This design comes from an exercise in tuning for small area and a short achievable clock period on the open sky130 flow, not from production work. The RTL was checked by simulation tests, not by an equivalence proof against the original design. Power figures rest on the tool's default switching activity, not on a simulated workload.

==> flow/design.v (outline; a module is shown in full before it is edited, if it fits) <==
// module fp_less: 32 lines
// module fp_add_ks: 34 lines
// module fp_booth_enc: 15 lines
// module fp_mul_csa: 912 lines
// module pipelined_fpu: 224 lines
module pipelined_fpu (
    input  wire logic                      clk,
    input  wire logic                      reset,
    input  wire logic                      start,
    input  wire logic [1:0]                op,         
    input  wire logic [31:0]               a,
    input  wire logic [31:0]               b,
    output logic                           done,
    output logic [31:0]                    result
);
  // ...
==> flow/run.sh <==
#!/bin/bash
# synth_recipe.tcl (not shown) runs the flow's synth.tcl, then flattens the netlist and writes it again
# the make line also repeats each setting of config.mk as NAME=value (left out here)
make -C /OpenROAD-flow-scripts/flow DESIGN_CONFIG=/design/flow/config.mk WORK_HOME=/design/flow/orfs CLKGATE_MAP_FILE= SYNTH_SCRIPT=/design/flow/synth_recipe.tcl finish
==> flow/config.mk <==
export PLATFORM = sky130hd
export DESIGN_NAME = pipelined_fpu
export DESIGN_NICKNAME = pipelined_fpu
export VERILOG_FILES = /design/flow/design.v
export SDC_FILE = /design/flow/constraint.sdc
export NUM_CORES = 4
export LEC_CHECK = 0
export ABC_AREA = 1
export CAP_MARGIN = 20
export CORE_MARGIN = 2
export CORE_UTILIZATION = 40
export SETUP_SLACK_MARGIN = 5
export SLEW_MARGIN = 20
==> flow/constraint.sdc <==
create_clock -name core_clock -period 10.0 [get_ports {clk}]
set_input_delay 2.0000 -clock core_clock [delete_from_list [all_inputs] [get_ports {clk}]]
set_output_delay 2.0000 -clock core_clock [all_outputs]
set_load 0.01 [all_outputs]
==> run notes, run 1 <==
most common cell after layout, fill and taps aside nand2_1; worst ir drop on vdd 0.000218 V; cell taking the most area after synthesis fa_1; DR vias 26700; Worst Path Max Fanout 58; asr flop ratio synth 0%; Final Max Tran Viols 0; P_sw 0.00540 W; grt total ovfl 0; Worst Setup Start Kind input pin; critical path endpoint category flop; worst reg2reg path startpoint d1[2]; Data buffer area share 5.44%; Post-synth EDFFs 0; Clock Pin Slew Worst Setup and Hold Paths 0.06 ns; total track usage 27.2%; pre-CTS setup slack 3.68 ns; Overall Power 0.0102 W; Setup WS post-layout 5.23 ns; Leak Pwr 14.3 nW; Worst Setup EP f1[23]; HP Class flop to flop; Post-route DRC 0; Fillers 7160; Placed Instance Area 30000 µm²; # H-tree levels 1; CP startpoint a[24]; post-synthesis simple-gate area fraction 15.4%; synthesized net count 4311; met2 WL 44500 µm; run status no timing/DRC/antenna violations; Avg Inst Size Synth 7.49 µm²; vias in the first global route 25800; internal power 0.00480 W; router iterations before antenna repair 8
==> run 2, diff against run 1 <==
--- a/flow/config.mk
+++ b/flow/config.mk
@@ -11,3 +11,4 @@
 export CORE_UTILIZATION = 40
 export SETUP_SLACK_MARGIN = 5
 export SLEW_MARGIN = 20
+export TNS_END_PERCENT = 0
==> run notes, run 2 <==
max_slew headroom 28.1%; share of the synthesized area in the top cell type 18.5%; post-layout net count 4327; max_cap viols 0; Cells after Synth 3779; clock latency on the worst-skew pair 0.59 ns; Post-synth EDFFs 0 (unchanged); setup TNS 0 ns; PortBufs 101; root buf cell clkbuf_16; WP buf/inv 4; sequential cell area 4650 µm²; Cell variety after synth 65; first-pass GRT wire length 154000 µm; HP Class flop to flop; clk buf depth 3; CTS tree done; Post-route DRC 0 (unchanged); most numerous cell in the Yosys netlist nand2_1; worst ir drop on vdd 0.000205 V (-5.8%); WHS 0.332 ns; cell taking the most area after synthesis fa_1; Final Max Tran Viols 0 (unchanged); GPL Wtd Cong 0.990; max reg flops 35; Sink Count 231; worst reg2reg path startpoint d1[2]; # H-tree levels 1 (unchanged); largest registers f1: 35 flops, pc2: 34 flops, ps2: 34 flops; Post-Syn Area 28300 µm²; critical path's top delay family simple AND/OR/NAND/NOR gates; Multi-input gate area 20700 µm²; Clock Pin Slew Worst Setup and Hold Paths 0.06 ns (about the same); area grow syn2layout 11.1%; total track usage 26.8% (-0.36 points); cell mode on critical path nand2_1; run status no timing/DRC/antenna violations; Post-DRT Antenna Nets 0; initial antenna violation count 0; final setup violation count 0; vias per cell 5.61; most area-consuming cells after synthesis fa_1 (18%), dfxtp_1 (16%), xor2_1 (10%); share of cells above drive strength 1 6.58%; Routed WL per cell 21.7 µm; HP Start e1[0]; Leak Pwr 14.3 nW (about the same); DRT iter0 DRCs 2772; slowest stage delay, CP 0.32 ns; synth warn 11; Fillers 7142 (-0.25%); total wire length 103000 µm; Worst Path Max Fanout 23 (-60%); core area 70000 µm²; CP max-delay cell dfxtp_1; ys flop type dfxtp_1; Worst Setup Start Kind flop; CP required 10.51 ns; final hold vios 0; commonest cells after routing, fill and taps aside nand2_1 (532), inv_1 (505), xor2_1 (339); DR vias 26700 (-0.067%); critical path endpoint category flop; post-synthesis sequential area ratio 16.3%; antenna cells 0; die height 270 µm; vias in the first global route 25700 (-0.48%); most common cell after layout, fill and taps aside nand2_1; critical path class flop to flop; router iterations before antenna repair 8 (unchanged); Power per Cell Area 325 nW/µm²; IO Count 102; Starting Density 40.4%; die span in x 270 µm; die area 72900 µm²; final critical-path required period 4.76 ns; Rows 97; Post-synth top cells nand2_1 (534), inv_1 (525), xor2_1 (339); TritonCTS buffer count 26; Largest Register f1; CP startpoint d1[2]; synthesized net count 4311 (unchanged); Least-Margin Pin Slew 1.08 ns; RSZ-0062 raised after global routing yes; crit path DAT 5.27 ns; Avg Inst Size Synth 7.49 µm² (unchanged); part of the cycle the worst path needs 47.6%; grt total ovfl 0 (unchanged); fmax 210 MHz; HPWL after detailed placement 75000 µm; worst clock skew 0.0161 ns; asr flop ratio synth 0% (unchanged); synthesis-stage register bit count 231; largest net degree at the start of global routing 59
==> run 2: layout make-up <==
class	instances	share of cell area (%)
multi-input cells	2758	65.8
flip-flops and latches	231	14.8
inverters	573	7.11
repair buffers	188	5.41
well taps	940	3.74
clock buffers	32	2.27
clock inverters	15	0.605
repair inverters	17	0.271
==> run 2: cell families (layout without fill, tap and decap cells) <==
kind of cell               after synthesis  after routing  synth area share [%]
DFF                                    231            231                  16.3
and+or+nand+nor                       1028           1028                  15.4
adders and majority gates              463            463                  27.4
xor gates and xnor gates               369            369                  11.4
AOI/OAI and AO/OA                      888            888                  18.4
muxes                                   10             10                 0.358
buffers and inverters                  790            825                  10.7
==> run 2: stage by stage <==
stage               area (µm²)  total power, W  cells  setup WS [ns]  util, %
global placement         30000         0.00894   4653           3.78     42.8
finish                   31400          0.0102   4754           5.24     44.9
detailed placement       30000         0.00904   4653           3.68     42.8
global route             31400          0.0114   4754           4.95     44.9
CTS                      30900          0.0101   4700           4.76     44.1
floorplan                28300         0.00679   3779           5.73        -
==> run 2: report_power, final <==
group / switching (W) / internal, W / leakage, nW
registers: 0.000283 / 0.00132 / 1.93
logic: 0.00470 / 0.00289 / 12.0
clock network: 0.000427 / 0.000588 / 0.431
total: 0.00541 / 0.00480 / 14.3
==> run 2: repair_timing <==
item                       CTS  global route
hold buffers                 0             0
pin swaps                    0             4
setup endpoints to repair   54            56
gates cloned                 0            17
hold endpoints to repair     0             0
buffers inserted             0            36
resized for setup            4            68
==> run 2: worst paths after layout <==
path,cells after the start,slack [ns],to
worst max-delay path,33,5.24,x2[23]
worst min-delay path,0,0.33,e2[0]
worst max register to register,33,5.24,x2[23]
worst min register to register,0,0.33,e2[0]
==> run 2: layer usage <==
layer	global-route usage [%]	wire [µm]	vias up
li1	-	-	12500
met1	37.5	44200	12400
met2	42.3	44700	1455
met3	3.65	9660	309
met4	9.62	4690	0
met5	0	0	-
==> run 3, diff against run 2 <==
==> flow/flow/run.sh (new file) <==
#!/bin/bash
# The standard layout (the standard.sh, unchanged synthesis), except that
# the port buffers are plain buf_1 cells, which the flow's repair steps may
# resize, instead of the delay cell buffer_ports picks by default.
export BUFFER_PORTS_ARGS="-buffer_cell sky130_fd_sc_hd__buf_1"
bash standard.sh > standard.log 2>&1
==> flow/standard.sh (new file) <==
#!/bin/bash
# synth_recipe.tcl (not shown) runs the flow's synth.tcl, then flattens the netlist and writes it again
# the make line also repeats each setting of config.mk as NAME=value (left out here)
make -C /OpenROAD-flow-scripts/flow DESIGN_CONFIG=/design/flow/config.mk WORK_HOME=/design/flow/orfs CLKGATE_MAP_FILE= SYNTH_SCRIPT=/design/flow/synth_recipe.tcl "${@:-finish}"
--- a/flow/config.mk
+++ b/flow/config.mk
@@ -9,6 +9,6 @@
 export CAP_MARGIN = 20
 export CORE_MARGIN = 2
 export CORE_UTILIZATION = 40
+export CTS_BUF_LIST = sky130_fd_sc_hd__clkbuf_4 sky130_fd_sc_hd__clkbuf_8
 export SETUP_SLACK_MARGIN = 5
 export SLEW_MARGIN = 20
-export TNS_END_PERCENT = 0
removed: flow/run.sh
==> run notes, run 3 <==
Post-synth EDFFs 0 (unchanged); # H-tree levels 2 (+1); gr busiest metal met2; met1 usage 38.0% (+0.52 points); clock latency on the worst-skew pair 0.64 ns (+0.05 ns); Post-DRT Antenna Nets 0 (unchanged); Worst Setup Start Kind flop; largest net degree at the start of global routing 59 (unchanged); vias in the first global route 26300 (+2.3%); run status no timing/DRC/antenna violations; share of cells above drive strength 1 7.36% (+0.77 points); part of the cycle the worst path needs 47.0% (-0.61 points); worst ir drop on vdd 0.000171 V (-17%); # placed instances 4655 (+0.043%); slowest stage delay, CP 0.89 ns (+0.57 ns); max_cap viols 0 (unchanged); synthesized net count 4311 (unchanged); pre-CTS setup slack 3.85 ns (+0.162 ns); asr flop ratio synth 0% (unchanged); Leak Pwr 14.1 nW (-1.5%); DRT iter0 DRCs 2839 (+2.4%); final hold vios 0 (unchanged); CTS tree done; die area 72900 µm² (unchanged); max reg flops 35 (unchanged); router iterations before antenna repair 5 (-3); grt total ovfl 0 (unchanged); HPWL after detailed placement 75800 µm (+1.1%); most common cell after layout, fill and taps aside nand2_1; post-synthesis sequential area ratio 16.3% (unchanged); CP max-delay cell clkinvlp_2; setup TNS 0 ns (unchanged); WP buf/inv 4 (unchanged); Final Max Tran Viols 0 (unchanged); Cells after Synth 3779 (unchanged); HP Class flop to flop; share of the synthesized area in the top cell type 18.5% (unchanged); ys flop type dfxtp_1; post-layout net count 4337 (+0.23%); total wire length 104000 µm (+0.94%); root buf cell clkbuf_8; die span in x 270 µm (unchanged); Rows 97 (unchanged); Sink Count 231 (unchanged); core area 70000 µm² (unchanged); TritonCTS buffer count 40 (+54%); cells along the critical path clkinvlp_2 > o22ai_1 > xor2_1 > fa_1 > fa_1 > inv_1 > fa_1 > inv_1 > fa_1 > inv_1 > fa_1; fmax 213 MHz (+1.3%); total track usage 27.7% (+0.82 points); Setup WS post-layout 5.30 ns (+0.0610 ns); area grow syn2layout 9.06%; worst clock skew 0.0423 ns (+0.0263 ns); critical path endpoint category flop; critical path's top delay family adder cells; die height 270 µm (unchanged); Post-synth top cells nand2_1 (534), inv_1 (525), xor2_1 (339); Routed WL per cell 21.8 µm (+0.50%); GPL Wtd Cong 0.991 (about the same); commonest cells after routing, fill and taps aside nand2_1 (532), inv_1 (505), xor2_1 (339); Power per Cell Area 330 nW/µm² (+1.7%); cell mode on critical path fa_1; final setup violation count 0 (unchanged); CP required 10.49 ns (-0.02 ns); crit path DAT 5.19 ns (-0.08 ns); synthesis-stage register bit count 231 (unchanged); Worst Path Max Fanout 12 (-48%); met2 Track Usage GR 42.2% (-0.10 points); synth warn 11 (unchanged); Largest Register f1; first-pass GRT wire length 158000 µm (+2.6%); Clock Pin Slew Worst Setup and Hold Paths 0.06 ns (about the same); Post-Syn Area 28300 µm² (unchanged); cell taking the most area after synthesis fa_1; IO Count 102 (unchanged); GR Util met3 5.51% (+1.9 points); PortBufs 101 (unchanged); initial antenna violation count 1 (+1); most numerous cell in the Yosys netlist nand2_1; clk buf depth 3 (unchanged); DR vias 27100 (+1.5%); Layout Cells excl Fill 4775 (+0.44%); Cell variety after synth 65 (unchanged); final critical-path required period 4.70 ns (-0.0610 ns); Hold Buf Count CTS 0 (unchanged); vias per cell 5.67 (+1.1%); largest registers f1: 35 flops, pc2: 34 flops, ps2: 34 flops; RSZ-0062 raised after global routing yes; critical path class flop to flop; max_slew headroom 24.9% (-3.2 points); Post-route DRC 0 (unchanged); Least-Margin Pin Slew 1.12 ns (+0.0480 ns); Starting Density 40.4% (unchanged); most area-consuming cells after synthesis fa_1 (18%), dfxtp_1 (16%), xor2_1 (10%); Avg Inst Size Synth 7.49 µm² (unchanged)
==> run 3: cell counts after synthesis <==
No cell type changed its count.
==> run 3: report_power, final <==
group | total (W) | leakage (nW) | switching, W | internal, W
Clock | 0.000991 | 0.481 | 0.000412 | 0.000580
Sequential | 0.00161 | 1.94 | 0.000292 | 0.00132
Combinational | 0.00758 | 11.7 | 0.00471 | 0.00287
==> run 3: kinds of logic (layout without fill, tap and decap cells) <==
family	Yosys count	after routing	synth area share (%)
AOI/OAI and AO/OA	888	888	18.4
xor gates and xnor gates	369	369	11.4
buffers and inverters	790	845	10.7
other	0	1	0
muxes	10	10	0.358
adders and majority gates	463	463	27.4
DFF	231	231	16.3
and+or+nand+nor	1028	1028	15.4
==> run 3: final cells by class <==
type | instances | area [µm²]
sequential | 231 | 4670
timing repair inverter | 17 | 85.1
inverter | 573 | 2230
clock buffer | 57 | 728
antenna | 1 | 2.50
multi-input combinational | 2758 | 20700
clock inverter | 14 | 196
tap | 940 | 1180
timing repair buffer | 184 | 1050
fill | 7227 | 39200
==> run 3: worst paths after layout <==
check             start       to  slack (ns)  depth (start not counted)
setup / recovery  f1[5]  ps2[22]        5.30                         11
hold / removal    e1[0]    e2[0]        0.33                          0
setup reg to reg  f1[5]  ps2[22]        5.30                         11
hold reg to reg   e1[0]    e2[0]        0.33                          0
==> run 3: routing by layer <==
metal | part of all wire [%] | wire length, µm
met1 | 43 | 44400
met2 | 43 | 44500
met3 | 10 | 10500
met4 | 4.6 | 4760
met5 | 0 | 0
==> run 3: worst reg2reg max path, delay by kind of cell (launching register included) <==
kind                       cells  cell delay (ns)
AOI/OAI and AO/OA              1             0.41
xor gates and xnor gates       1             0.22
adders and majority gates      5             2.17
buffers and inverters          4             1.15
DFF                            1             0.64
==> run 3: metrics by stage <==
step / area [µm²] / utilization, % / total power, W / hold WS, ns
after floorplan: 28300 / - / 0.00679 / 0.310
after global placement: 29400 / 41.9 / 0.00891 / 0.311
after detailed placement: 29400 / 41.9 / 0.00905 / 0.317
after CTS: 30400 / 43.4 / 0.0101 / 0.330
after global routing: 30900 / 44.1 / 0.0114 / 0.355
final: 30900 / 44.1 / 0.0102 / 0.328
==> run 3: timing repair <==
item,4_1_cts,5_1_grt
setup endpoints to repair,15,51
gates cloned,7,11
resized for setup,15,78
buffers inserted,6,24
pin swaps,0,4
==> run 4, diff against run 3 <==
==> flow/config.mk (replaced) <==
export PLATFORM = sky130hd
export DESIGN_NAME = pipelined_fpu
export DESIGN_NICKNAME = pipelined_fpu
export VERILOG_FILES = /design/flow/design.v
export SDC_FILE = /design/flow/constraint.sdc
export NUM_CORES = 4
export LEC_CHECK = 0
export CAP_MARGIN = 20
export CORE_MARGIN = 2
export CORE_UTILIZATION = 40
export SETUP_SLACK_MARGIN = 5
export SLEW_MARGIN = 20
==> run notes, run 4 <==
Cells after Synth 3455 (-8.6%); largest net degree at the start of global routing 63 (+6.8%); die height 273 µm (+1.2%); Least-Margin Pin Slew 1.07 ns (-0.0585 ns); Post-synth EDFFs 0 (unchanged); max layer used met5; Post-Syn Area 29000 µm² (+2.5%); critical path's top delay family compound AO/OA/AOI/OAI gates; setup TNS 0 ns (unchanged); clk buf depth 3 (unchanged); final critical-path required period 4.76 ns (+0.0574 ns); Largest Register f1; initial antenna violation count 1 (unchanged); vias per cell 5.84 (+3.0%); met2 WL 41000 µm (-7.8%); run status no timing/DRC/antenna violations; DR vias 25400 (-6.4%); WP depth 20 (+9); asr flop ratio synth 0% (unchanged); Routed WL per cell 22.0 µm (+0.63%); fmax 210 MHz (-1.2%); FF-to-FF setup slack 5.24 ns (-0.06 ns); max reg flops 35 (unchanged); cells along the critical path o21ai_0 > a211oi_1 > o2bb2ai_1 > a311oi_1 > nand3_1 > nor3_2 > ha_1 > nand2b_1 > a21oi_2 > o211ai_1 > a211oi_2 > o31ai_2 > a21oi_2 > o31ai_4 > a2111oi_4 > nor3_2 > o31ai_2 > a21oi_2 > a21bo_2 > a211oi_2; slowest stage delay, CP 0.50 ns (-0.39 ns); core area 71600 µm² (+2.3%); HP Class flop to flop; vias in the first global route 24400 (-7.2%); part of the cycle the worst path needs 47.6% (+0.57 points); critical path class flop to flop; # H-tree levels 1 (-1); Post-route DRC 0 (unchanged); Multi-input gate area 22000 µm² (+6.1%); total wire length 95300 µm (-8.5%); Cell variety after synth 89 (+37%); Rows 98 (+1.0%); Sink Count 231 (unchanged); Worst Setup Start Kind flop; worst-case reg-to-reg path depth 20 (+9); Overall Power 0.00988 W (-3.0%); synthesized net count 3987 (-7.5%); IO Count 102 (unchanged); most numerous cell in the Yosys netlist inv_1; Leak Pwr 13.2 nW (-6.7%); ys flop type dfxtp_1; Starting Density 40.5% (+0.092 points); area grow syn2layout 8.44%; root buf cell clkbuf_16; first-pass GRT wire length 147000 µm (-7.2%); met3 wire length 8860 µm (-16%); grt total ovfl 0 (unchanged); max_cap viols 0 (unchanged); router iterations before antenna repair 9 (+4); RSZ-0062 raised after global routing no; Final Max Tran Viols 0 (unchanged); die span in x 273 µm (+1.2%); die area 74700 µm² (+2.5%); Avg Inst Size Synth 8.39 µm² (+12%); post-synthesis sequential area ratio 15.9% (-0.40 points); crit path DAT 5.24 ns (+0.05 ns); PortBufs 101 (unchanged); Post-synth top cells inv_1 (353), xnor2_1 (308), a22oi_1 (262); synth warn 11 (unchanged); Clock Pin Slew Worst Setup and Hold Paths 0.07 ns (about the same); commonest cells after routing, fill and taps aside inv_1 (352), xnor2_1 (308), a22oi_1 (262); most area-consuming cells after synthesis fa_1 (18%), dfxtp_1 (16%), xnor2_1 (9.3%); CP startpoint d1[1]; TritonCTS buffer count 28 (-30%); cell mode on critical path a21oi_2; Metal-1 WL 42200 µm (-5.1%); final setup violation count 0 (unchanged); post-layout net count 3901 (-10%); GPL Wtd Cong 0.952 (-3.9%); critical path endpoint category flop; CTS tree done; Post-DRT Antenna Nets 0 (unchanged); fin util 43.9% (-0.15 points); Worst Setup EP x2[25]; clock latency on the worst-skew pair 0.58 ns (-0.06 ns); antenna cells 0 (-1); largest registers f1: 35 flops, pc2: 34 flops, ps2: 34 flops; share of the synthesized area in the top cell type 18.0% (-0.45 points); most common cell after layout, fill and taps aside inv_1; worst clock skew 0.0168 ns (-0.0255 ns); total track usage 25.0% (-2.7 points); Worst Path Max Fanout 26 (+14); sequential cell area 4650 µm² (-0.27%); Fillers 7181 (-0.64%); CP max-delay cell o21ai_0; WP buf/inv 0 (-4); final hold vios 0 (unchanged); Hold Buf Count CTS 0 (unchanged); HP Start q1; max_slew headroom 28.8% (+3.9 points); worst ir drop on vdd 0.000191 V (+12%); DRT iter0 DRCs 2721 (-4.2%); synthesis-stage register bit count 231 (unchanged); worst reg2reg path startpoint d1[1]; Power per Cell Area 314 nW/µm² (-4.8%); share of cells above drive strength 1 7.02% (-0.34 points); HPWL after detailed placement 65600 µm (-13%); reg2reg end x2[25]; CP required 10.48 ns (about the same); cell taking the most area after synthesis fa_1
-- run 4: cells by family after synthesis --
family | share of synthesized area [%]
AO/OA/AOI/OAI | 20.4
AND/OR/NAND/NOR | 11.3
multiplexers | 4.51
XOR/XNOR | 12.2
adder cells (fa/ha/maj) | 26.8
buffers and inverters | 8.84
flip-flops | 15.9
-- run 4: worst min-delay path by stage --
stage / endpoint / cells past startpoint
6_report: q2 / 0
3_3_place_gp: q2 / 0
2_1_floorplan: e2[0] / 0
3_5_place_dp: q2 / 0
4_1_cts: q2 / 0
5_1_grt: q2 / 0
-- run 4: where the power goes --
group / switching [W] / internal, W
logic: 0.00426 / 0.00295
clock network: 0.000445 / 0.000656
registers: 0.000261 / 0.00130
-- run 4: routing by layer --
metal	global-route usage, %	vias to the layer above
li1	-	11700
met4	8.08	2
met1	35.8	12200
met3	4.40	201
met5	0	-
met2	37.8	1308
-- run 4: metrics by stage --
step                      std cells  hold slack [ns]  worst slack [ns]  area, µm²
final                          4341            0.325              5.24      31400
after global placement         4272            0.317              4.31      30000
after detailed placement       4272            0.313              4.16      30000
after global routing           4341            0.330              4.99      31400
after CTS                      4330            0.323              4.96      31200
after floorplan                3455            0.310              5.03      29000
-- run 4: layout make-up --
type / count / share of cell area (%)
inverters: 359 / 4.30
clock inverters: 21 / 0.820
flip-flops and latches: 231 / 14.8
clock buffers: 31 / 2.40
well taps: 950 / 3.78
repair inverters: 1 / 0.0239
repair buffers: 196 / 3.98
multi-input cells: 2552 / 69.9
-- run 4: repair_timing --
| action | 4_1_cts | 5_1_grt |
|---|---|---|
| resized for setup | 22 | 37 |
| endpoints found under the hold margin | 0 | 0 |
| setup endpoints to repair | 7 | 5 |
| cloned | 2 | 2 |
| pin swaps | 1 | 12 |
| buffers inserted | 4 | 9 |
==> run 5, diff against run 4 <==
--- a/flow/config.mk
+++ b/flow/config.mk
@@ -5,6 +5,7 @@
 export SDC_FILE = /design/flow/constraint.sdc
 export NUM_CORES = 4
 export LEC_CHECK = 0
+export ABC_AREA = 1
 export CAP_MARGIN = 20
 export CORE_MARGIN = 2
 export CORE_UTILIZATION = 40
==> run notes, run 5 <==
Cells after Synth 3779 (+9.4%); HP Class flop to flop; part of the cycle the worst path needs 47.1% (-0.51 points); post-layout net count 4326 (+11%); Sink Count 231 (unchanged); Avg Inst Size Synth 7.49 µm² (-11%); Starting Density 40.4% (-0.092 points); WP buf/inv 4 (+4); post-synthesis sequential area ratio 16.3% (+0.40 points); critical path's top delay family adder cells; Leak Pwr 14.1 nW (+6.8%); crit path DAT 5.15 ns (-0.09 ns); DRT iter0 DRCs 3238 (+19%); Post-route DRC 0 (unchanged); Power per Cell Area 329 nW/µm² (+4.8%); TritonCTS buffer count 26 (-7.1%); final setup violation count 0 (unchanged); clk buf depth 3 (unchanged); worst clock skew 0.0163 ns (-0.000566 ns); root buf cell clkbuf_16; Post-synth EDFFs 0 (unchanged); critical path class flop to flop; clock latency on the worst-skew pair 0.59 ns (about the same); initial antenna violation count 0 (-1); first-pass GRT wire length 158000 µm (+7.7%); cell taking the most area after synthesis fa_1; largest net degree at the start of global routing 59 (-6.3%); worst ir drop on vdd 0.000174 V (-8.8%); max reg flops 35 (unchanged); area grow syn2layout 8.99%; Clock Pin Slew Worst Setup and Hold Paths 0.06 ns (about the same); share of the synthesized area in the top cell type 18.5% (+0.45 points); setup TNS 0 ns (unchanged); DR vias 27000 (+6.4%); vias in the first global route 26100 (+7.2%); Cell variety after synth 65 (-27%); IO Count 102 (unchanged); CTS tree done; total track usage 27.6% (+2.6 points); antenna cells 0 (unchanged); fmax 213 MHz (+1.1%); CP required 10.44 ns (-0.04 ns); die area 72900 µm² (-2.4%); CP max-delay cell clkinvlp_2; slowest stage delay, CP 0.88 ns (+0.38 ns); RSZ-0062 raised after global routing no; PortBufs 101 (unchanged); die height 270 µm (-1.2%); Largest Register f1; max_cap viols 0 (unchanged); Post-Syn Area 28300 µm² (-2.4%); Rows 97 (-1.0%); Post-DRT Antenna Nets 0 (unchanged); commonest cells after routing, fill and taps aside nand2_1 (532), inv_1 (503), xor2_1 (339); most numerous cell in the Yosys netlist nand2_1; vias per cell 5.68 (-2.9%); HPWL after detailed placement 75800 µm (+16%); share of cells above drive strength 1 6.82% (-0.20 points); most area-consuming cells after synthesis fa_1 (18%), dfxtp_1 (16%), xor2_1 (10%); Routed WL per cell 21.8 µm (-0.60%); synth warn 11 (unchanged); synthesis-stage register bit count 231 (unchanged); WHS 0.329 ns (+0.00431 ns); Post-synth top cells nand2_1 (534), inv_1 (525), xor2_1 (339); Final Max Tran Viols 0 (unchanged); total wire length 104000 µm (+8.9%); ys flop type dfxtp_1; max_slew headroom 30.8% (+2.0 points); critical path endpoint category flop; asr flop ratio synth 0% (unchanged); Least-Margin Pin Slew 1.04 ns (-0.0298 ns); synthesized net count 4311 (+8.1%); final critical-path required period 4.71 ns (-0.0515 ns); GPL Wtd Cong 0.991 (+4.1%); core area 70000 µm² (-2.2%); grt total ovfl 0 (unchanged); die span in x 270 µm (-1.2%); run status no timing/DRC/antenna violations; Worst Path Max Fanout 12 (-54%); final hold vios 0 (unchanged); # H-tree levels 1 (unchanged); cell mode on critical path fa_1; router iterations before antenna repair 6 (-3); cells along the critical path clkinvlp_2 > o22ai_1 > xor2_1 > fa_1 > fa_1 > inv_1 > fa_1 > inv_1 > fa_1 > inv_1 > fa_1; most common cell after layout, fill and taps aside nand2_1; Worst Setup Start Kind flop; largest registers f1: 35 flops, pc2: 34 flops, ps2: 34 flops
-- run 5: changes by cell type after synthesis, sizes merged, moves of 55 or more --
cell / before / now
mux2i: 97 / 9
nand2: 218 / 539
clkbuf: 242 / 166
nand3: 78 / 167
o22ai: 26 / 300
nor2: 177 / 232
inv: 357 / 546
o21ai: 148 / 248
a22oi: 262 / 1
xnor2: 308 / 30
xor2: 97 / 339
-- run 5: through the flow --
step,cells,worst slack [ns],utilization [%],instance area [µm²],power [W]
3_3_place_gp,4655,3.90,41.9,29400,0.00891
4_1_cts,4719,5.01,43.4,30400,0.0101
2_1_floorplan,3779,5.73,-,28300,0.00679
6_report,4754,5.29,44.0,30800,0.0102
3_5_place_dp,4655,3.85,41.9,29400,0.00905
5_1_grt,4754,5.00,44.0,30800,0.0114
-- run 5: worst paths after layout --
check,endpoint,depth (start not counted),from,slack [ns]
setup / recovery,ps2[22],11,f1[5],5.29
hold / removal,e2[0],0,e1[0],0.33
setup reg to reg,ps2[22],11,f1[5],5.29
hold reg to reg,e2[0],0,e1[0],0.33
-- run 5: repair_timing --
action                                  4_1_cts  5_1_grt
hold buffers                                  0        0
setup buffers                                 7       26
resized for setup                            18       83
endpoints found under the setup margin       18       52
pin swaps                                     0        6
hold endpoints to repair                      0        0
gates cloned                                  9        9
-- run 5: cell type report --
cell class	instances	area (µm²)
Inverter	573	2260
Sequential cell	231	4670
Clock buffer	36	738
Timing Repair inverter	17	88.8
Tap cell	940	1180
Fill cell	7197	39200
Timing Repair Buffer	187	1080
Clock inverter	12	106
Multi-Input combinational cell	2758	20700
-- run 5: logic make-up after synthesis --
group	synth area share, %
simple gates	15.4
fa+ha+maj	27.4
buf+inv	10.7
mux	0.358
compound gates	18.4
xor+xnor	11.4
flops	16.3
-- run 5: layer usage --
metal	vias to the layer above	wire length [µm]	track usage (%)	part of all wire [%]
met5	-	0	0	0
met4	0	4800	11.0	4.6
met3	313	10300	4.90	9.9
met2	1549	44400	42.4	43
met1	12600	44300	38.3	43
li1	12500	-	-	-
-- run 5: report_power, final --
group          total [W]  switching (W)  internal (W)  leakage (nW)
Sequential       0.00161       0.000294       0.00132          1.94
Combinational    0.00759        0.00471       0.00288          11.7
Clock           0.000945       0.000422      0.000523         0.407
Total             0.0102        0.00543       0.00472          14.1
==> run 6, diff against run 5 <==
--- a/flow/config.mk
+++ b/flow/config.mk
@@ -9,5 +9,6 @@
 export CAP_MARGIN = 20
 export CORE_MARGIN = 2
 export CORE_UTILIZATION = 40
+export PLACE_DENSITY = 0.75
 export SETUP_SLACK_MARGIN = 5
 export SLEW_MARGIN = 20
==> run notes, run 6 <==
max_cap viols 0 (unchanged); total wire length 99400 µm (-4.2%); DR vias 27500 (+1.8%); IO Count 102 (unchanged); FF-to-FF setup slack 5.24 ns (-0.05 ns); cell mode on critical path fa_1; Cell variety after synth 65 (unchanged); Final Max Tran Viols 0 (unchanged); Cells after Synth 3779 (unchanged); run status no timing/DRC/antenna violations; CP max-delay cell clkinv_1; Avg Inst Size Synth 7.49 µm² (unchanged); die span in x 270 µm (unchanged); clock latency on the worst-skew pair 0.63 ns (+0.04 ns); Clock Pin Slew Worst Setup and Hold Paths 0.07 ns (about the same); Least-Margin Pin Slew 1.13 ns (+0.0942 ns); Post-route DRC 0 (unchanged); cells along the critical path clkinv_1 > o22ai_1 > xor2_1 > fa_1 > fa_1 > inv_1 > fa_1 > inv_1 > fa_1 > inv_1 > fa_1; Worst Path Max Fanout 26 (+14); most common cell after layout, fill and taps aside nand2_1; die height 270 µm (unchanged); worst reg2reg path startpoint big1[9]; synth warn 11 (unchanged); die area 72900 µm² (unchanged); core area 70000 µm² (unchanged); Multi-input gate area 20700 µm² (-0.16%); grt total ovfl 0 (unchanged); final critical-path required period 4.76 ns (+0.0496 ns); setup TNS 0 ns (unchanged); fmax 210 MHz (-1.0%); vias per cell 5.79 (+2.0%); # H-tree levels 1 (unchanged); Post-synth top cells nand2_1 (534), inv_1 (525), xor2_1 (339); Routed WL per cell 20.9 µm (-4.0%); part of the cycle the worst path needs 47.6% (+0.50 points); max_slew headroom 24.2% (-6.7 points); Rows 97 (unchanged); TritonCTS buffer count 27 (+3.8%); pre-CTS setup slack 3.83 ns (-0.0170 ns); ys flop type dfxtp_1; CTS tree done; most area-consuming cells after synthesis fa_1 (18%), dfxtp_1 (16%), xor2_1 (10%); initial antenna violation count 0 (unchanged); share of the synthesized area in the top cell type 18.5% (unchanged); sequential cell area 4650 µm² (-0.29%); Power per Cell Area 335 nW/µm² (+1.8%); max reg flops 35 (unchanged); DRT iter0 DRCs 3225 (-0.40%); router iterations before antenna repair 9 (+3); Starting Density 40.4% (unchanged); most numerous cell in the Yosys netlist nand2_1; critical path endpoint category flop; Largest Register f1; Sink Count 231 (unchanged); final setup violation count 0 (unchanged); synthesized net count 4311 (unchanged); Post-Syn Area 28300 µm² (unchanged); clk buf depth 3 (unchanged); asr flop ratio synth 0% (unchanged); commonest cells after routing, fill and taps aside nand2_1 (531), inv_1 (505), xor2_1 (339); cell taking the most area after synthesis fa_1; PortBufs 101 (unchanged); HP Start q1; Leak Pwr 14.0 nW (-0.23%); CP startpoint big1[9]; worst ir drop on vdd 0.000175 V (+0.34%); critical path class flop to flop; RSZ-0062 raised after global routing yes; vias in the first global route 26600 (+1.6%); post-synthesis sequential area ratio 16.3% (unchanged); largest net degree at the start of global routing 60 (+1.7%); fin util 43.9% (-0.12 points); share of cells above drive strength 1 6.28% (-0.54 points); slowest stage delay, CP 0.96 ns (+0.08 ns); Post-DRT Antenna Nets 0 (unchanged); final hold vios 0 (unchanged); largest registers f1: 35 flops, pc2: 34 flops, ps2: 34 flops; GPL Wtd Cong 1.00 (+1.2%); root buf cell clkbuf_16; first-pass GRT wire length 152000 µm (-3.8%); HP Class flop to flop; Fillers 6987 (-2.9%); CP required 10.49 ns (+0.05 ns); HPWL after detailed placement 72200 µm (-4.8%); synthesis-stage register bit count 231 (unchanged); total track usage 26.2% (-1.4 points); Setup WS post-layout 5.24 ns (-0.0496 ns); worst clock skew 0.0291 ns (+0.0129 ns); Post-synth EDFFs 0 (unchanged); crit path DAT 5.25 ns (+0.10 ns); area grow syn2layout 8.69%; post-layout net count 4316 (-0.23%); Worst Setup Start Kind flop
==> run 6: layout make-up <==
type                       count  area share [%]
antenna                        1         0.00814
clock inverter                14           0.602
sequential                   231            15.1
timing repair inverter        17           0.285
clock buffer                  36            2.47
multi-input combinational   2759            67.3
timing repair buffer         175            3.13
inverter                     573            7.26
tap                          940            3.82
==> run 6: per-stage QoR <==
| stage | power, W | hold slack (ns) | instances | instance area, µm² |
|---|---|---|---|---|
| after floorplan | 0.00679 | 0.310 | 3779 | 28300 |
| after global placement | 0.00874 | 0.310 | 4645 | 29300 |
| after detailed placement | 0.00897 | 0.321 | 4645 | 29300 |
| after CTS | 0.0101 | 0.335 | 4706 | 30300 |
| after global routing | 0.0114 | 0.341 | 4745 | 30800 |
| final | 0.0103 | 0.337 | 4746 | 30800 |
==> run 6: cell families (layout without fill, tap and decap cells) <==
family / count (synthesis) / count (layout) / share of synthesized area (%)
XOR/XNOR: 369 / 369 / 11.4
buffers and inverters: 790 / 815 / 10.7
AO/OA/AOI/OAI: 888 / 888 / 18.4
other: 0 / 1 / 0
AND/OR/NAND/NOR: 1028 / 1029 / 15.4
multiplexers: 10 / 10 / 0.358
adder cells (fa/ha/maj): 463 / 463 / 27.4
flip-flops: 231 / 231 / 16.3
==> run 6: power by group <==
part	internal, W	total (W)	switching [W]
Clock	0.000617	0.00106	0.000443
Combinational	0.00291	0.00765	0.00474
Sequential	0.00132	0.00161	0.000288
Total	0.00484	0.0103	0.00547
==> run 6: what timing repair did <==
action                                  CTS  global route
gates cloned                              5            13
endpoints found under the hold margin     0             0
endpoints found under the setup margin   37            46
gates resized for setup                  16            53
hold buffers                              0             0
pin swaps                                 0             3
buffers inserted                          6            26
==> run 6: layer usage <==
metal,global-route usage (%),share of wire (%)
met5,0,0.027
met4,13.0,5.8
met3,6.80,12
met2,40.1,43
met1,34.2,39
==> run 6: path summary, 6_finish.rpt <==
path / to / cells past startpoint
worst min register to register: q2 / 0
worst min-delay path: q2 / 0
worst max-delay path: ps2[23] / 11
worst max register to register: ps2[23] / 11
==> run 6: worst max-delay path, delay by kind of cell (launching register included) <==
kind	cells	cell delay, ns
adders and majority gates	5	2.20
buffers and inverters	4	1.18
AOI/OAI and AO/OA	1	0.47
xor gates and xnor gates	1	0.23
DFF	1	0.52
==> run 7, diff against run 6 <==
--- a/flow/config.mk
+++ b/flow/config.mk
@@ -9,6 +9,7 @@
 export CAP_MARGIN = 20
 export CORE_MARGIN = 2
 export CORE_UTILIZATION = 40
-export PLACE_DENSITY = 0.75
+export CTS_CLUSTER_DIAMETER = 110
+export CTS_CLUSTER_SIZE = 24
 export SETUP_SLACK_MARGIN = 5
 export SLEW_MARGIN = 20
==> run notes, run 7 <==
run status no timing/DRC/antenna violations; Comb power frac 77.1% (+3.0 points); Post-synth EDFFs 0 (unchanged); critical path endpoint category flop; CTS tree done; met2 Track Usage GR 42.2% (+2.1 points); WHS 0.339 ns (+0.00212 ns); Post-DRT Antenna Nets 0 (unchanged); total wire length 103000 µm (+4.1%); Sink Count 231 (unchanged); core area 70000 µm² (unchanged); asr flop ratio synth 0% (unchanged); Worst Setup Start Kind flop; Clock Pin Slew Worst Setup and Hold Paths 0.09 ns (+0.02 ns); DR vias 26900 (-2.2%); largest net degree at the start of global routing 59 (-1.7%); PortBufs 101 (unchanged); max reg flops 35 (unchanged); slowest stage delay, CP 0.30 ns (-0.66 ns); Worst Path Max Fanout 12 (-54%); final critical-path required period 4.65 ns (-0.101 ns); P_sw 0.00536 W (-2.0%); gr busiest metal met2; Hold Buf Count CTS 0 (unchanged); Power per Cell Area 323 nW/µm² (-3.5%); multiplexer area fraction after synthesis 0.358% (unchanged); vias per cell 5.68 (-1.8%); TritonCTS buffer count 15 (-44%); RSZ-0062 raised after global routing yes; setup TNS 0 ns (unchanged); crit path DAT 5.13 ns (-0.12 ns); fin util 43.5% (-0.47 points); total track usage 27.4% (+1.2 points); Least-Margin Pin Slew 1.05 ns (-0.0839 ns); worst clock skew 0.0217 ns (-0.00743 ns); ys flop type dfxtp_1; Starting Density 40.4% (unchanged); share of the synthesized area in the top cell type 18.5% (unchanged); worst ir drop on vdd 0.000169 V (-3.5%); max_cap viols 0 (unchanged); adder-cell share of the synthesized area 27.4% (unchanged); cell taking the most area after synthesis fa_1; area grow syn2layout 7.53%; Leak Pwr 13.9 nW (-1.1%); max_slew headroom 30.1% (+6.0 points); vias in the first global route 26000 (-2.1%); most numerous cell in the Yosys netlist nand2_1; Post-synth top cells nand2_1 (534), inv_1 (525), xor2_1 (339); share of power burned in registers 16.3% (+0.7 points); # placed instances 4655 (+0.22%); fmax 215 MHz (+2.2%); final setup violation count 0 (unchanged); die span in x 270 µm (unchanged); Synth Area in Compound Gates 18.4% (unchanged); HP Start e1[0]; HP Class flop to flop; final hold vios 0 (unchanged); CP max-delay cell dfxtp_1; critical path class flop to flop; clock latency on the worst-skew pair 0.54 ns (-0.09 ns); met1 usage 38.2% (+4.0 points); largest family of logic cells by synthesized area adder cells; Routed WL per cell 21.9 µm (+4.5%); synthesis-stage register bit count 231 (unchanged); commonest cells after routing, fill and taps aside nand2_1 (532), inv_1 (505), xor2_1 (339); Layout Cells excl Fill 4726 (-0.42%); cell mode on critical path nand2_1; synthesized net count 4311 (unchanged); internal power 0.00448 W (-7.5%); antenna cells 0 (-1); clock share of power 6.6% (-3.7 points); GR Util met3 4.63% (-2.2 points); FF-to-FF setup slack 5.35 ns (+0.10 ns); CP required 10.48 ns (about the same); clk buf depth 3 (unchanged); # H-tree levels 1 (unchanged); largest registers f1: 35 flops, pc2: 34 flops, ps2: 34 flops; post-synthesis sequential area ratio 16.3% (unchanged); worst hold endpoint e2[0]; most common cell after layout, fill and taps aside nand2_1; Post-Syn Area 28300 µm² (unchanged); root buf cell clkbuf_16; Post-route DRC 0 (unchanged); part of the cycle the worst path needs 46.5% (-1.0 points); initial antenna violation count 0 (unchanged); share of cells above drive strength 1 6.10% (-0.18 points); grt total ovfl 0 (unchanged); Cell variety after synth 65 (unchanged); Avg Inst Size Synth 7.49 µm² (unchanged); Rows 97 (unchanged); worst-case reg-to-reg path depth 32 (+21); synth warn 11 (unchanged); post-layout net count 4313 (-0.070%); DRT iter0 DRCs 2875 (-11%); HPWL after detailed placement 75800 µm (+5.0%); Cells after Synth 3779 (unchanged); fraction of synthesized cell area in xor and xnor cells 11.4% (unchanged); post-synthesis simple-gate area fraction 15.4% (unchanged); cell depth of the worst hold path 0 (unchanged); IO Count 102 (unchanged); first-pass GRT wire length 157000 µm (+3.4%); most area-consuming cells after synthesis fa_1 (18%), dfxtp_1 (16%), xor2_1 (10%); worst reg2reg path startpoint d1[5]; Switching Fraction 54.5% (+1.4 points); Final Max Tran Viols 0 (unchanged); router iterations before antenna repair 6 (-3); reg2reg end x2[23]; Largest Register f1; die height 270 µm (unchanged); GPL Wtd Cong 0.991 (-1.2%); die area 72900 µm² (unchanged)
-- run 7: what timing repair did --
item                       4_1_cts  5_1_grt
gates cloned                     6       11
pin swaps                        0        4
buffers inserted                 6       25
setup endpoints to repair       19       51
gates resized for setup         15       74
-- run 7: critical path, delay by kind of cell (launching register included) --
| kind | cells | cell delay (ns) |
|---|---|---|
| simple gates | 17 | 2.04 |
| compound gates | 11 | 1.51 |
| buf+inv | 3 | 0.52 |
| flops | 1 | 0.30 |
| fa+ha+maj | 1 | 0.24 |
-- run 7: cell families (layout without fill, tap and decap cells) --
family / count (synthesis) / after routing
AND/OR/NAND/NOR: 1028 / 1028
AO/OA/AOI/OAI: 888 / 888
buffers and inverters: 790 / 797
adder cells (fa/ha/maj): 463 / 463
XOR/XNOR: 369 / 369
flip-flops: 231 / 231
multiplexers: 10 / 10
-- run 7: worst max path at each step --
stage          cells after the start  slack (ns)  startpoint        to
2_1_floorplan                     15        5.73       a[25]  big1[10]
3_3_place_gp                      16        3.90       a[24]    f1[11]
3_5_place_dp                      16        3.85       a[24]    f1[15]
4_1_cts                           33        5.00      f1[14]    x2[23]
5_1_grt                           32        4.89       d1[5]    x2[23]
6_report                          32        5.35       d1[5]    x2[23]
-- run 7: final cells by class --
cell class	count	area, µm²
inverter	573	2250
fill	7232	39600
multi-input combinational	2758	20700
clock buffer	15	375
timing repair buffer	186	1090
timing repair inverter	16	83.8
tap	940	1180
clock inverter	7	77.6
sequential	231	4670
-- run 7: power groups by stage --
stage	Sequential [W]	Clock (W)	Combinational [W]
6_report	0.00161	0.000650	0.00758
3_5_place_dp	0.00160	0	0.00745
4_1_cts	0.00158	0.000672	0.00749
3_3_place_gp	0.00160	0	0.00732
5_1_grt	0.00163	0.000699	0.00872
2_1_floorplan	0.00145	0	0.00534
-- run 7: per-stage QoR --
step	setup slack, ns	instance area [µm²]	power (W)
floorplan	5.73	28300	0.00679
global placement	3.90	29400	0.00891
detailed placement	3.85	29400	0.00905
CTS	5.00	29900	0.00974
global route	4.89	30400	0.0110
finish	5.35	30400	0.00984
-- run 7: layer usage --
layer | wire, µm | up-vias
met5 | 0 | -
met4 | 4670 | 0
met3 | 10100 | 280
met2 | 44400 | 1516
met1 | 44300 | 12600
li1 | - | 12400
==> module fp_add_ks, before the edit <==
module fp_add_ks #(parameter int W = 26, parameter int L = 5) (
    input  wire logic [W-1:0] x,
    input  wire logic [W-1:0] y,
    input  wire logic         cin,
    output logic [W-1:0]      sum,
    output logic              cout
);
    logic [W:0] g [0:L];
    logic [W:0] p [0:L];
    logic [W-1:0] hp;
    always_comb begin
        g[0][0] = cin;
        p[0][0] = 1'b0;
        for (int i = 0; i < W; i++) begin
            g[0][i+1] = x[i] & y[i];
            p[0][i+1] = x[i] | y[i];
            hp[i]     = x[i] ^ y[i];
        end
        for (int l = 1; l <= L; l++) begin
            for (int i = 0; i <= W; i++) begin
                if (i >= (1 << (l - 1))) begin
                    g[l][i] = g[l-1][i] | (p[l-1][i] & g[l-1][i - (1 << (l - 1))]);
                    p[l][i] = p[l-1][i] & p[l-1][i - (1 << (l - 1))];
                end else begin
                    g[l][i] = g[l-1][i];
                    p[l][i] = p[l-1][i];
                end
            end
        end
        for (int i = 0; i < W; i++)
            sum[i] = hp[i] ^ g[L][i];
        cout = g[L][W];
    end
endmodule
==> run 8, diff against run 7 <==
--- a/flow/design.v
+++ b/flow/design.v
@@ -47,7 +47,7 @@
         p[0][0] = 1'b0;
         for (int i = 0; i < W; i++) begin
             g[0][i+1] = x[i] & y[i];
-            p[0][i+1] = x[i] | y[i];
+            p[0][i+1] = x[i] ^ y[i];
             hp[i]     = x[i] ^ y[i];
         end
         for (int l = 1; l <= L; l++) begin
==> run notes, run 8 <==
Worst Setup EP x2[25]; share of cells above drive strength 1 5.77% (-0.33 points); GPL Wtd Cong 0.987 (-0.42%); Cells after Synth 3688 (-2.4%); clock share of power 6.8% (+0.2 points); part of the cycle the worst path needs 47.2% (+0.66 points); die span in x 268 µm (-0.82%); grt total ovfl 0 (unchanged); cell mode on critical path nand2_1; Post-synth EDFFs 0 (unchanged); HPWL after detailed placement 73500 µm (-3.1%); total wire length 100000 µm (-3.4%); largest registers f1: 35 flops, pc2: 34 flops, ps2: 34 flops; final setup violation count 0 (unchanged); Post-Syn Area 27800 µm² (-1.7%); most numerous cell in the Yosys netlist nand2_1; Post-DRT Antenna Nets 0 (unchanged); first-pass GRT wire length 153000 µm (-2.8%); share of the synthesized area in the top cell type 18.8% (+0.31 points); WHS 0.345 ns (+0.00665 ns); fmax 212 MHz (-1.4%); Clock Pin Slew Worst Setup and Hold Paths 0.10 ns (about the same); Comb power frac 77.0% (about the same); Final Max Tran Viols 0 (unchanged); CTS tree done; critical path endpoint category flop; share of power burned in registers 16.3% (about the same); initial antenna violation count 0 (unchanged); run status no timing/DRC/antenna violations; PortBufs 101 (unchanged); CP startpoint f1[21]; vias per cell 5.68 (-0.16%); ys flop type dfxtp_1; max reg flops 35 (unchanged); IO Count 102 (unchanged); CP max-delay cell dfxtp_2; area grow syn2layout 6.78%; worst clock skew 0.0357 ns (+0.0140 ns); commonest cells after routing, fill and taps aside nand2_1 (519), inv_1 (452), xor2_1 (345); vias in the first global route 25300 (-2.9%); Avg Inst Size Synth 7.54 µm² (+0.76%); clk buf depth 3 (unchanged); slowest stage delay, CP 0.50 ns (+0.20 ns); Least-Margin Pin Slew 1.04 ns (-0.00319 ns); worst reg2reg path startpoint f1[21]; HP Class flop to flop; max_slew headroom 30.4% (+0.21 points); RSZ-0062 raised after global routing no; Setup WS post-layout 5.28 ns (-0.0662 ns); core area 68700 µm² (-1.9%); worst-case reg-to-reg path depth 30 (-6.3%); router iterations before antenna repair 7 (+1); synthesized net count 4197 (-2.6%); Largest Register f1; cell taking the most area after synthesis fa_1; asr flop ratio synth 0% (unchanged); total track usage 27.5% (+0.092 points); CP required 10.42 ns (-0.06 ns); critical path class flop to flop; # H-tree levels 1 (unchanged); Routed WL per cell 21.7 µm (-0.85%); fin util 43.2% (-0.21 points); Fillers 7204 (-0.39%); Worst Path Max Fanout 26 (+14); DRT iter0 DRCs 2806 (-2.4%); most area-consuming cells after synthesis fa_1 (19%), dfxtp_1 (17%), xor2_1 (11%); antenna cells 0 (unchanged); synth warn 11 (unchanged); Worst Setup Start Kind flop; final critical-path required period 4.72 ns (+0.0662 ns); post-synthesis sequential area ratio 16.6% (+0.28 points); crit path DAT 5.14 ns (about the same); internal power 0.00445 W (-0.75%); Rows 96 (-1.0%); largest net degree at the start of global routing 59 (unchanged); Starting Density 40.5% (+0.093 points); die area 71700 µm² (-1.6%); TritonCTS buffer count 15 (unchanged); Placed Instance Area 28900 µm² (-1.7%); Leak Pwr 13.3 nW (-4.0%); reg2reg end x2[25]; root buf cell clkbuf_16; P_sw 0.00531 W (-0.92%); DR vias 26100 (-2.7%); most common cell after layout, fill and taps aside nand2_1; Sink Count 231 (unchanged); WP buf/inv 2 (-1); die height 268 µm (-0.82%); Power per Cell Area 328 nW/µm² (+1.5%); synthesis-stage register bit count 231 (unchanged); cell area after layout 29700 µm² (-2.4%); Post-synth top cells nand2_1 (521), inv_1 (469), xor2_1 (345); FF-to-FF setup slack 5.28 ns (-0.07 ns); Post-route DRC 0 (unchanged); pre-CTS setup slack 3.86 ns (+0.0105 ns); post-layout net count 4179 (-3.1%); Cell variety after synth 72 (+11%); worst ir drop on vdd 0.000163 V (-3.2%); WP depth 30 (-6.3%); setup TNS 0 ns (unchanged); clock latency on the worst-skew pair 0.56 ns (+0.02 ns); critical path's top delay family compound AO/OA/AOI/OAI gates; max_cap viols 0 (unchanged); final hold vios 0 (unchanged); Switching Fraction 54.4% (about the same)
==> run 8: cell count changes in the layout (fill, tap and decap cells not counted), moves of 9 or more <==
cell / delta
ha_1: -23
nor2_1: -9
o211ai_1: -12
inv_1: -53
clkinv_1: -9
buf_4: -12
nand2_1: -13
==> run 8: power groups by stage <==
| stage | clock network (W) | registers (W) | logic (W) |
|---|---|---|---|
| finish | 0.000660 | 0.00159 | 0.00751 |
| global route | 0.000709 | 0.00160 | 0.00865 |
| CTS | 0.000678 | 0.00157 | 0.00746 |
| detailed placement | 0 | 0.00158 | 0.00741 |
| global placement | 0 | 0.00158 | 0.00732 |
| floorplan | 0 | 0.00145 | 0.00534 |
==> run 8: final cells by class <==
class | instances | area [µm²] | share of cell area [%]
multi-input cells | 2722 | 20400 | 68.7
repair buffers | 171 | 955 | 3.21
well taps | 931 | 1160 | 3.92
repair inverters | 11 | 55.1 | 0.185
flip-flops and latches | 231 | 4650 | 15.6
clock buffers | 15 | 375 | 1.26
inverters | 518 | 2020 | 6.79
clock inverters | 6 | 75.1 | 0.253
==> run 8: worst min path at each step <==
stage,cells past startpoint,slack (ns),end,from
5_1_grt,0,0.35,q2,q1
6_report,0,0.35,q2,q1
2_1_floorplan,0,0.31,e2[0],e1[0]
4_1_cts,0,0.35,q2,q1
3_5_place_dp,0,0.32,q2,q1
3_3_place_gp,0,0.31,q2,q1
==> run 8: logic make-up after synthesis <==
| group | Yosys count | synth area share (%) |
|---|---|---|
| XOR/XNOR | 375 | 11.8 |
| adder cells (fa/ha/maj) | 440 | 26.8 |
| AO/OA/AOI/OAI | 909 | 19.3 |
| AND/OR/NAND/NOR | 994 | 15.2 |
| buffers and inverters | 735 | 10.2 |
| multiplexers | 4 | 0.144 |
| flip-flops | 231 | 16.6 |
==> run 8: worst register-to-register path: cells and delay by family, from the launching register on <==
kind,cells,cell delay [ns]
xor+xnor,1,0.18
compound gates,12,1.89
simple gates,14,1.31
flops,1,0.50
buf+inv,2,0.34
fa+ha+maj,1,0.37
==> run 8: through the flow <==
step           instances  power, W
2_1_floorplan       3688   0.00680
3_3_place_gp        4554   0.00891
3_5_place_dp        4554   0.00899
4_1_cts             4594   0.00971
5_1_grt             4605    0.0110
6_report            4605   0.00976
==> run 8: layer usage <==
| metal | vias to the layer above | global-route usage [%] | routed length, µm |
|---|---|---|---|
| met2 | 1415 | 42.3 | 42600 |
| met5 | - | 0 | 0 |
| met4 | 0 | 10.4 | 4260 |
| met1 | 12300 | 39.1 | 43800 |
| li1 | 12200 | - | - |
| met3 | 243 | 3.85 | 9280 |
==> run 8: timing repair <==
| action | CTS | global route |
|---|---|---|
| buffers inserted | 10 | 8 |
| pin swaps | 0 | 3 |
| endpoints found under the setup margin | 27 | 43 |
| gates resized for setup | 16 | 52 |
| endpoints found under the hold margin | 0 | 0 |
| cloned | 9 | 3 |
| hold buffers | 0 | 0 |
==> run 9, diff against run 8 <==
--- a/flow/config.mk
+++ b/flow/config.mk
@@ -6,10 +6,10 @@
 export NUM_CORES = 4
 export LEC_CHECK = 0
 export ABC_AREA = 1
-export CAP_MARGIN = 20
+export CAP_MARGIN = 5
 export CORE_MARGIN = 2
 export CORE_UTILIZATION = 40
 export CTS_CLUSTER_DIAMETER = 110
 export CTS_CLUSTER_SIZE = 24
 export SETUP_SLACK_MARGIN = 5
-export SLEW_MARGIN = 20
+export SLEW_MARGIN = 5
==> run notes, run 9 <==
run status no timing/DRC/antenna violations; Power per Cell Area 328 nW/µm² (unchanged); part of the cycle the worst path needs 47.2% (unchanged); largest net degree at the start of global routing 59 (unchanged); CP required 10.42 ns (about the same); first-pass GRT wire length 153000 µm (unchanged); Post-DRT Antenna Nets 0 (unchanged); die area 71700 µm² (unchanged); core area 68700 µm² (unchanged); post-layout net count 4179 (unchanged); WP buf/inv 2 (unchanged); Final Max Tran Viols 0 (unchanged); most numerous cell in the Yosys netlist nand2_1; Leak Pwr 13.3 nW (unchanged); clk buf depth 3 (unchanged); Sink Count 231 (unchanged); HP Class flop to flop; Worst Setup Start Kind flop; synth warn 11 (unchanged); largest registers f1: 35 flops, pc2: 34 flops, ps2: 34 flops; setup TNS 0 ns (unchanged); final hold vios 0 (unchanged); GPL Wtd Cong 0.987 (unchanged); synthesized net count 4197 (unchanged); asr flop ratio synth 0% (unchanged); critical path's top delay family compound AO/OA/AOI/OAI gates; router iterations before antenna repair 7 (unchanged); DRT iter0 DRCs 2806 (unchanged); Cells after Synth 3688 (unchanged); Post-route DRC 0 (unchanged); share of cells above drive strength 1 5.77% (unchanged); cell mode on critical path nand2_1; TritonCTS buffer count 15 (unchanged); CTS tree done; WHS 0.345 ns (unchanged); total track usage 27.5% (unchanged); RSZ-0062 raised after global routing no; Post-synth top cells nand2_1 (521), inv_1 (469), xor2_1 (345); Routed WL per cell 21.7 µm (unchanged); fmax 212 MHz (unchanged); share of the synthesized area in the top cell type 18.8% (unchanged); Fillers 7204 (unchanged); commonest cells after routing, fill and taps aside nand2_1 (519), inv_1 (452), xor2_1 (345); Starting Density 40.5% (unchanged); grt total ovfl 0 (unchanged); area grow syn2layout 6.78% (unchanged); max reg flops 35 (unchanged); worst ir drop on vdd 0.000163 V (unchanged); Avg Inst Size Synth 7.54 µm² (unchanged); initial antenna violation count 0 (unchanged); CP max-delay cell dfxtp_2; final setup violation count 0 (unchanged); Placed Instance Area 28900 µm² (unchanged); cell area after layout 29700 µm² (unchanged); final critical-path required period 4.72 ns (unchanged); vias per cell 5.68 (unchanged); cell taking the most area after synthesis fa_1; post-synthesis sequential area ratio 16.6% (unchanged); Least-Margin Pin Slew 1.04 ns (unchanged); max_slew headroom 30.4% (unchanged); Rows 96 (unchanged); crit path DAT 5.14 ns (about the same); IO Count 102 (unchanged); Post-Syn Area 27800 µm² (unchanged); critical path endpoint category flop; most area-consuming cells after synthesis fa_1 (19%), dfxtp_1 (17%), xor2_1 (11%); vias in the first global route 25300 (unchanged); antenna cells 0 (unchanged); worst clock skew 0.0357 ns (unchanged); ys flop type dfxtp_1; die span in x 268 µm (unchanged); HPWL after detailed placement 73500 µm (unchanged); root buf cell clkbuf_16; Clock Pin Slew Worst Setup and Hold Paths 0.10 ns (about the same); DR vias 26100 (unchanged); FF-to-FF setup slack 5.28 ns (about the same); total wire length 100000 µm (unchanged); # H-tree levels 1 (unchanged); max_cap viols 0 (unchanged); Largest Register f1; critical path class flop to flop; Worst Path Max Fanout 26 (unchanged); synthesis-stage register bit count 231 (unchanged); Post-synth EDFFs 0 (unchanged); Cell variety after synth 72 (unchanged); slowest stage delay, CP 0.50 ns (about the same); PortBufs 101 (unchanged); most common cell after layout, fill and taps aside nand2_1; clock latency on the worst-skew pair 0.56 ns (about the same); die height 268 µm (unchanged)
-- run 9: cells by family after synthesis --
| kind of cell | share of synthesized area, % |
|---|---|
| simple gates | 15.2 |
| compound gates | 19.3 |
| buf+inv | 10.2 |
| fa+ha+maj | 26.8 |
| xor+xnor | 11.8 |
| flops | 16.6 |
| mux | 0.144 |
-- run 9: through the flow --
| step | setup WS [ns] | utilization (%) | instances | total power [W] |
|---|---|---|---|---|
| 6_report | 5.28 | 43.2 | 4605 | 0.00976 |
| 5_1_grt | 4.98 | 43.2 | 4605 | 0.0110 |
| 4_1_cts | 5.01 | 42.9 | 4594 | 0.00971 |
| 3_5_place_dp | 3.86 | 42.0 | 4554 | 0.00899 |
| 3_3_place_gp | 3.88 | 42.0 | 4554 | 0.00891 |
| 2_1_floorplan | 5.71 | - | 3688 | 0.00680 |
-- run 9: cell type report --
type	instances	area, µm²	share of cell area (%)
Timing Repair inverter	11	55.1	0.185
Inverter	518	2020	6.79
Multi-Input combinational cell	2722	20400	68.7
Timing Repair Buffer	171	955	3.21
Sequential cell	231	4650	15.6
Clock inverter	6	75.1	0.253
Tap cell	931	1160	3.92
Clock buffer	15	375	1.26
-- run 9: timing repair --
item / CTS / global route
setup endpoints to repair: 27 / 43
hold buffers: 0 / 0
gates cloned: 9 / 3
pin swaps: 0 / 3
buffers inserted: 10 / 8
gates resized for setup: 16 / 52
-- run 9: worst register-to-register path: cells and delay by family, from the launching register on --
family          cells  cell delay [ns]
xor+xnor            1             0.18
fa+ha+maj           1             0.37
compound gates     12             1.89
buf+inv             2             0.34
flops               1             0.50
simple gates       14             1.31
-- run 9: worst paths after layout --
check              start      to  cells past startpoint
setup reg to reg  f1[21]  x2[25]                     30
hold reg to reg       q1      q2                      0
setup / recovery  f1[21]  x2[25]                     30
hold / removal        q1      q2                      0
-- run 9: per-layer routing --
layer  track usage (%)  vias up  part of all wire (%)
met4              10.4        0                   4.3
met5                 0        -                     0
met1              39.1    12300                    44
li1                  -    12200                     -
met2              42.3     1415                    43
met3              3.85      243                   9.3
-- run 9: where the power goes --
group          switching, W  leakage (nW)  internal, W
Sequential         0.000271          1.93      0.00132
Combinational       0.00467          11.2      0.00284
Clock              0.000371         0.222     0.000289

what the ideal ports hide:
The flow's constraints put no driver on any port. The routed layouts listed below were extracted and timed again, unchanged, in two steps. Step 1 sets driving cells, clkbuf_16 on the clock port and buf_2 on the other inputs (assumed; they add their load-dependent delay and slew). Step 2 adds t to the input delays and takes it off the output delays; t is the mean of the earliest and latest rising clock arrival at the registers after step 1. Input paths then give back, and output paths get back, about the clock's delay inside the block. a / b / c = no drivers / after step 1 / after step 2; a / b = the first two.
run	shift t [ns]	setup slack, ns	hold WS [ns]	latest minus earliest clock arrival (ns)	worst data-port slew with drivers (ns)
run 1	0.647	5.228 / 5.240 / 4.620	0.333 / 0.333 / 0.333	0.014 / 0.013	0.03
run 2	0.645	5.239 / 5.239 / 4.766	0.332 / 0.332 / 0.332	0.017 / 0.017	0.03
run 3	0.671	5.300 / 5.300 / 4.670	0.328 / 0.328 / 0.328	0.042 / 0.043	0.04
run 4	0.631	5.243 / 5.243 / 4.851	0.325 / 0.325 / 0.325	0.017 / 0.017	0.06
run 5	0.648	5.294 / 5.294 / 4.787	0.329 / 0.329 / 0.329	0.016 / 0.016	0.04
run 6	0.677	5.245 / 5.245 / 4.828	0.337 / 0.337 / 0.337	0.029 / 0.029	0.07
run 7	0.601	5.345 / 5.345 / 4.793	0.339 / 0.339 / 0.339	0.022 / 0.021	0.04
run 8	0.603	5.279 / 5.279 / 4.771	0.345 / 0.345 / 0.345	0.037 / 0.037	0.05
run 9	0.603	5.279 / 5.279 / 4.771	0.345 / 0.345 / 0.345	0.037 / 0.037	0.05
After both steps setup and hold are still met in every run listed. For run 3, which loses most, drivers alone change the setup slack by 0.000 ns; drivers and shift together by -0.630 ns.
